What follows belongs to an exercise in optimizing a design on an open flow for a short achievable clock period and few clock cycles; a production flow would make more cautious choices. Only simulation tests tie the RTL to the original design; equivalence was not proved. Power is estimated from default activity; no workload was simulated.

==> flow/design.v (outline; a module is shown in full before it is edited, if it fits) <==
// module rv_divider: 89 lines
// module rv_div_prep: 56 lines
// module rv_div_mult: 37 lines
// module rv_div_step: 43 lines
// module rv_div_neg: 17 lines
// module rv_muldiv: 77 lines
// module rv_mul_s1: 2146 lines
// module rv_mul_s2: 523 lines
module rv_muldiv #(
  parameter int g_width = 32
) (
  input  logic               clk_i,
  input  logic               rst_n_i,
  input  logic               x_stall_i,
  input  logic               x_kill_i,
  input  logic               d_valid_i,
  input  logic               d_is_muldiv_i,
  input  logic [2:0]         d_fun_i,
  input  logic [g_width-1:0] d_rs1_i,
  input  logic [g_width-1:0] d_rs2_i,
  output logic               x_stall_req_o,
  output logic [g_width-1:0] x_rd_o,
  output logic               x_done_o
);
  // ...
==> flow/flow/run.sh <==
#!/bin/bash
# The standard layout (the standard.sh: ORFS synthesis through finish),
# with one change: timing repair may swap a cell for one of another footprint
# (MATCH_CELL_FOOTPRINT=0), so the slow delay buffers that port buffering
# inserts can be replaced by ordinary buffers when they limit timing.
set -uo pipefail
bash standard.sh MATCH_CELL_FOOTPRINT=0 finish > run_standard.log 2>&1
status=$?
tail -20 run_standard.log
exit $status
==> flow/standard.sh <==
#!/bin/bash
# synth_recipe.tcl (not shown) runs the flow's synth.tcl, then flattens the netlist and writes it again
# the make line also repeats each setting of config.mk as NAME=value (left out here)
make -C /OpenROAD-flow-scripts/flow DESIGN_CONFIG=/design/flow/config.mk WORK_HOME=/design/flow/orfs CLKGATE_MAP_FILE= SYNTH_SCRIPT=/design/flow/synth_recipe.tcl "${@:-finish}"
==> flow/config.mk <==
export PLATFORM = sky130hd
export DESIGN_NAME = rv_muldiv
export DESIGN_NICKNAME = rv_muldiv
export VERILOG_FILES = /design/flow/design.v
export SDC_FILE = /design/flow/constraint.sdc
export NUM_CORES = 4
export LEC_CHECK = 0
export CAP_MARGIN = 20
export CORE_MARGIN = 2
export CORE_UTILIZATION = 35
export PLACE_DENSITY = 0.5
export SETUP_SLACK_MARGIN = 5
export SLEW_MARGIN = 20
export SYNTH_HIERARCHICAL = 1
export TNS_END_PERCENT = 10
==> flow/constraint.sdc <==
create_clock -name core_clock -period 10.0 [get_ports {clk_i}]
set_input_delay 2.0000 -clock core_clock [delete_from_list [all_inputs] [get_ports {clk_i}]]
set_output_delay 2.0000 -clock core_clock [all_outputs]
set_load 0.01 [all_outputs]
==> run_summary.xml, run 1 <==
<?xml version="1.0" encoding="UTF-8"?>
<metrics>
  <group name="floorplanning">
    <metric name="tapcell.inserted" unit="">4160</metric>
    <metric name="floorplan.die.height" unit="µm">567</metric>
    <metric name="floorplan.rows" unit="">206</metric>
    <metric name="boundaryPins" unit="">107</metric>
  </group>
  <group name="detailed_routing">
    <metric name="dr.max_layer_used" unit="">met5</metric>
    <metric name="detail_route.wirelength.met1" unit="µm">216000</metric>
    <metric name="avgRoutedWirePerCell" unit="µm">32.9</metric>
    <metric name="route.final.wire_length" unit="µm">574000</metric>
    <metric name="drtIter0Drc" unit="">13400</metric>
  </group>
  <group name="power">
    <metric name="clk-power" unit="mW">3.12</metric>
    <metric name="pwr.group.sequential" unit="mW">6.09</metric>
    <metric name="vdd_drop_max" unit="µV">765</metric>
    <metric name="total_power" unit="mW">48.4</metric>
  </group>
  <group name="setup_path">
    <metric name="path_common_cell" unit="">fa_1</metric>
    <metric name="critical_path.startpoint" unit="">d_fun_i[0]</metric>
    <metric name="number_of_stages_on_the_worst_setup_path" unit="">15</metric>
    <metric name="critPathRequiredTime" unit="ns">10.52</metric>
    <metric name="max_stage_delay" unit="ns">0.62</metric>
    <metric name="crit_end_element" unit="">flip-flop</metric>
  </group>
  <group name="final_layout">
    <metric name="sequential_cell_area" unit="µm²">17700</metric>
    <metric name="post-route-util" unit="%">40.1</metric>
    <metric name="largest_registers" unit="">u_divider.ym_q: 296 flops, mul_cs_q: 188 flops</metric>
    <metric name="flip_flop_count_of_the_largest_register_after_layout" unit="">296</metric>
    <metric name="multi_input_area_share" unit="%">69.0</metric>
    <metric name="antennaDiodeCount" unit="">19</metric>
    <metric name="final.signal_inverter_count" unit="">770</metric>
    <metric name="multi_input_area" unit="µm²">87300</metric>
    <metric name="clock_buf_count" unit="">92</metric>
    <metric name="n_fill_cell" unit="">32200</metric>
  </group>
  <group name="timing">
    <metric name="timing_worst_slew_pin_value" unit="ns">1.29</metric>
    <metric name="layout_min_cycle_time" unit="ns">6.23</metric>
    <metric name="report.final.setup_viol" unit="">0</metric>
    <metric name="max_freq" unit="MHz">160</metric>
  </group>
  <group name="placement">
    <metric name="dpl-instance-area" unit="µm²">113000</metric>
    <metric name="hpwl" unit="µm">414000</metric>
    <metric name="dpl.cell_count" unit="">16900</metric>
  </group>
  <group name="global_routing">
    <metric name="grt_first_pass_wirelength" unit="µm">793000</metric>
    <metric name="globalRoute.busiestLayer" unit="">met2</metric>
    <metric name="grt_pass1_vias" unit="">107000</metric>
    <metric name="grt_antenna_before_repair" unit="">37</metric>
    <metric name="grt_max_degree" unit="">174</metric>
  </group>
  <group name="outcome">
    <metric name="run_status" unit="">complete, no violations</metric>
  </group>
  <group name="synthesis">
    <metric name="syn_avg_cell_area" unit="µm²">8.19</metric>
    <metric name="synth_cells" unit="">13500</metric>
  </group>
  <group name="clock_tree">
    <metric name="cts_post_setup_buffers_inserted" unit="">178</metric>
  </group>
</metrics>
Testbench counts, summed over its fixed seeds: cycles 7,866.
==> run 2: changes to the inputs <==
--- a/flow/config.mk
+++ b/flow/config.mk
@@ -12,4 +12,4 @@
 export SETUP_SLACK_MARGIN = 5
 export SLEW_MARGIN = 20
 export SYNTH_HIERARCHICAL = 1
-export TNS_END_PERCENT = 10
+export TNS_END_PERCENT = 100
==> run 2 against run 1 <==
Against the previous run:
- largest cell class unchanged
- clock-buffer cell count is 2 higher
- clock power grew 4%
- critical path depth rose by 1
- flip-flop and latch count is the same
==> run_summary.xml, run 2 <==
<?xml version="1.0" encoding="UTF-8"?>
<metrics>
  <group name="global_routing">
    <metric name="grt_max_degree" unit="">162</metric>
    <metric name="global_route.usage.total" unit="%">35.5</metric>
    <metric name="grt_first_pass_wirelength" unit="µm">831000</metric>
    <metric name="grt_overflow" unit="">0</metric>
    <metric name="grt_pass1_vias" unit="">112000</metric>
    <metric name="grt_antenna_before_repair" unit="">37</metric>
  </group>
  <group name="floorplanning">
    <metric name="coreArea" unit="µm²">315000</metric>
    <metric name="floorplan.die.height" unit="µm">567</metric>
    <metric name="floorplan.rows" unit="">206</metric>
    <metric name="boundaryPins" unit="">107</metric>
    <metric name="die_area" unit="µm²">321000</metric>
    <metric name="initial_core_util" unit="%">35.2</metric>
    <metric name="die_w" unit="µm">567</metric>
  </group>
  <group name="final_layout">
    <metric name="n_fill_cell" unit="">31400</metric>
    <metric name="stdcell_area" unit="µm²">136000</metric>
    <metric name="sequential_cell_area" unit="µm²">17700</metric>
    <metric name="registers.top_by_ff_count" unit="">u_divider.ym_q</metric>
    <metric name="largest_registers" unit="">u_divider.ym_q: 296 flops, mul_cs_q: 188 flops</metric>
    <metric name="finish.net_count" unit="">15100</metric>
    <metric name="flip_flop_count_of_the_largest_register_after_layout" unit="">296</metric>
    <metric name="mostFrequentLayoutCell" unit="">a21oi_1</metric>
    <metric name="layout_common_cells" unit="">a21oi_1 (1191), nand2_1 (861), ha_1 (753), buf_4 (665), nor2_1 (637)</metric>
    <metric name="multi_input_area" unit="µm²">92600</metric>
    <metric name="area.growth.synth_to_final" unit="%">23.0</metric>
    <metric name="final_layout_size_suffix_gt1_share" unit="%">22.3</metric>
    <metric name="post-route-util" unit="%">43.3</metric>
  </group>
  <group name="setup_path">
    <metric name="worstPathArrival" unit="ns">6.91</metric>
    <metric name="startpoint_type" unit="">input pin</metric>
    <metric name="crit_end_element" unit="">flip-flop</metric>
    <metric name="path_common_cell" unit="">fa_2</metric>
    <metric name="regToRegSetupSlack" unit="ns">4.25</metric>
    <metric name="critPathSlowestCell" unit="">fa_2</metric>
    <metric name="crit_reg_reg_startpoint" unit="">u_divider.arem_q[28]</metric>
    <metric name="setup.worst_path.class" unit="">input pin to flip-flop</metric>
    <metric name="ff2ff_path_depth" unit="">16</metric>
    <metric name="timing.critical_path.fanout_max" unit="">6</metric>
    <metric name="critical_path.startpoint" unit="">d_rs2_i[5]</metric>
    <metric name="max_stage_delay" unit="ns">0.76</metric>
    <metric name="crit-reg2reg-capture" unit="">u_divider.p_q[27]</metric>
    <metric name="crit_chain" unit="">buf_16 &gt; buf_16 &gt; nor2b_4 &gt; buf_6 &gt; a211oi_4 &gt; o22ai_2 &gt; fa_1 &gt; inv_1 &gt; fa_2 &gt; inv_2 &gt; fa_2 &gt; fa_2 &gt; fa_2 &gt; inv_2 &gt; ha_4 &gt; and2_1</metric>
    <metric name="path_buf_inv" unit="">6</metric>
    <metric name="critPathRequiredTime" unit="ns">10.52</metric>
    <metric name="crit_family" unit="">adder cells</metric>
  </group>
  <group name="timing">
    <metric name="fin_tns_setup" unit="ns">0</metric>
    <metric name="layout_setup_ws" unit="ns">3.61</metric>
    <metric name="unrepaired_setup_endpoints_after_global_routing" unit="">yes</metric>
    <metric name="period_share" unit="%">63.9</metric>
    <metric name="max_freq" unit="MHz">156</metric>
    <metric name="timing_worst_slew_pin_value" unit="ns">1.43</metric>
    <metric name="layout_min_cycle_time" unit="ns">6.39</metric>
    <metric name="report.final.setup_viol" unit="">0</metric>
    <metric name="slew_violations" unit="">0</metric>
    <metric name="slew_headroom" unit="%">3.67</metric>
    <metric name="clock_skew" unit="ns">0.0664</metric>
    <metric name="hold_viol" unit="">0</metric>
  </group>
  <group name="power">
    <metric name="static-leakage-power" unit="nW">54.3</metric>
    <metric name="power-per-cell-area" unit="nW/µm²">397</metric>
    <metric name="vdd_drop_max" unit="µV">924</metric>
  </group>
  <group name="min_path">
    <metric name="hold_path_depth" unit="">1</metric>
    <metric name="hp-class" unit="">flip-flop to flip-flop</metric>
    <metric name="worst_hold_path.endpoint" unit="">u_divider.arem_q[11]</metric>
    <metric name="hold_path.startpoint" unit="">u_divider.arem_q[7]</metric>
  </group>
  <group name="clock_tree">
    <metric name="clock_latency" unit="ns">0.77</metric>
    <metric name="ctsLongestPathBuffers" unit="">3</metric>
    <metric name="path_clk_slew" unit="ns">0.06</metric>
    <metric name="tritoncts_num_sinks" unit="">591</metric>
    <metric name="cts_root_buffer" unit="">clkbuf_16</metric>
    <metric name="ctsHtreeMaxLevel" unit="">3</metric>
    <metric name="cts_tree" unit="">done</metric>
    <metric name="cts_hold_buf" unit="">0</metric>
    <metric name="numCtsBuffers" unit="">82</metric>
  </group>
  <group name="placement">
    <metric name="dpl-instance-area" unit="µm²">113000</metric>
    <metric name="gpl_wtd_cong" unit="">1.00</metric>
    <metric name="portBuffers" unit="">106</metric>
    <metric name="hpwl" unit="µm">419000</metric>
    <metric name="pre_cts_slack" unit="ns">0.949</metric>
  </group>
  <group name="detailed_routing">
    <metric name="num_vias" unit="">117000</metric>
    <metric name="ant_nets" unit="">0</metric>
    <metric name="drtIter0Drc" unit="">13400</metric>
    <metric name="route.final.wire_length" unit="µm">603000</metric>
    <metric name="viasPerCell" unit="">6.53</metric>
    <metric name="drc_viols" unit="">0</metric>
    <metric name="firstDrtPassIters" unit="">9</metric>
    <metric name="avgRoutedWirePerCell" unit="µm">33.7</metric>
  </group>
  <group name="synthesis">
    <metric name="syn_avg_cell_area" unit="µm²">8.19</metric>
    <metric name="synthesis.yosys.warnings" unit="">10</metric>
    <metric name="synth_cells" unit="">13500</metric>
    <metric name="syn-cell-area" unit="µm²">111000</metric>
  </group>
  <group name="outcome">
    <metric name="run_status" unit="">complete, no violations</metric>
  </group>
  <group name="job">
    <metric name="drv.max_cap_violation_count" unit="">0</metric>
  </group>
</metrics>
[run 2: power by group]
| part | internal, mW | total [mW] | switching, mW | leakage [nW] |
|---|---|---|---|---|
| clock | 1.88 | 3.25 | 1.37 | 1.40 |
| sequential | 5.36 | 6.13 | 0.764 | 6.39 |
| combinational | 18.7 | 44.8 | 26.1 | 46.5 |
| total | 25.9 | 54.2 | 28.2 | 54.3 |
[run 2: worst max path at each step]
stage | to | slack [ns] | depth (start not counted)
after floorplan | u_divider.arem_q[0] | 0.60 | 4
after global placement | u_divider.p_q[16] | 0.88 | 16
after detailed placement | u_divider.p_q[17] | 0.95 | 16
after CTS | mul_cs_q[40] | 3.80 | 16
after global routing | mul_cs_q[20] | 3.57 | 16
final | mul_cs_q[147] | 3.61 | 16
[run 2: stage by stage]
step                hold WS, ns  std cells  power [mW]
finish                    0.542      17900        54.2
CTS                       0.541      17500        50.8
global placement          0.529      16900        42.3
global route              0.555      17900        57.0
detailed placement        0.534      16900        42.2
floorplan                 0.525      13500        34.9
[run 2: cell type report]
cell class / instances / share of cell area [%]
antenna: 22 / 0.0404
clock buffer: 94 / 1.55
clock inverter: 57 / 0.564
inverter: 768 / 2.26
multi-input combinational: 11000 / 67.9
sequential: 591 / 13.0
tap: 4160 / 3.82
timing repair buffer: 1212 / 10.8
timing repair inverter: 5 / 0.0321
[run 2: layer usage]
layer | up-vias | global-route usage [%] | wire (µm)
met1 | 57400 | 41.9 | 224000
met3 | 2093 | 7.15 | 54500
met4 | 10 | 29.1 | 60100
li1 | 50400 | - | -
met2 | 6890 | 56.0 | 264000
met5 | - | 0 | 69
[run 2: repair_timing]
item / CTS / global route
resized for setup: 1902 / 894
pin swaps: 381 / 420
endpoints found under the setup margin: 487 / 334
gates cloned: 110 / 27
setup buffers: 384 / 303

## what the ideal ports hide
In the flow no input, the clock included, has a driving cell. The finished layouts below were timed again as built, in two steps. Step 1, drivers: a clkbuf_16 drives clk_i and a buf_2 each remaining input, both assumed. Step 2 moves the port delays by t, midway between the first and last clock arrival at a register: inputs arrive t later, outputs are due t later. That takes back most of the time a late clock gives input paths. Slacks: ideal / step 1 / step 2; pairs: ideal / step 1.
run | shift t [ns] | setup WS [ns] | hold WS [ns] | worst slew at a driven data input, ns
run 1 | 0.836 | 3.768 / 3.467 / 2.631 | 0.535 / 0.535 / 0.535 | 0.55
run 2 | 0.828 | 3.607 / 3.360 / 2.532 | 0.542 / 0.542 / 0.542 | 0.62
After both steps every run listed still meets setup and hold. The setup slack of run 1, which loses most, moves by -0.301 ns with the drivers and by -1.137 ns with both steps.
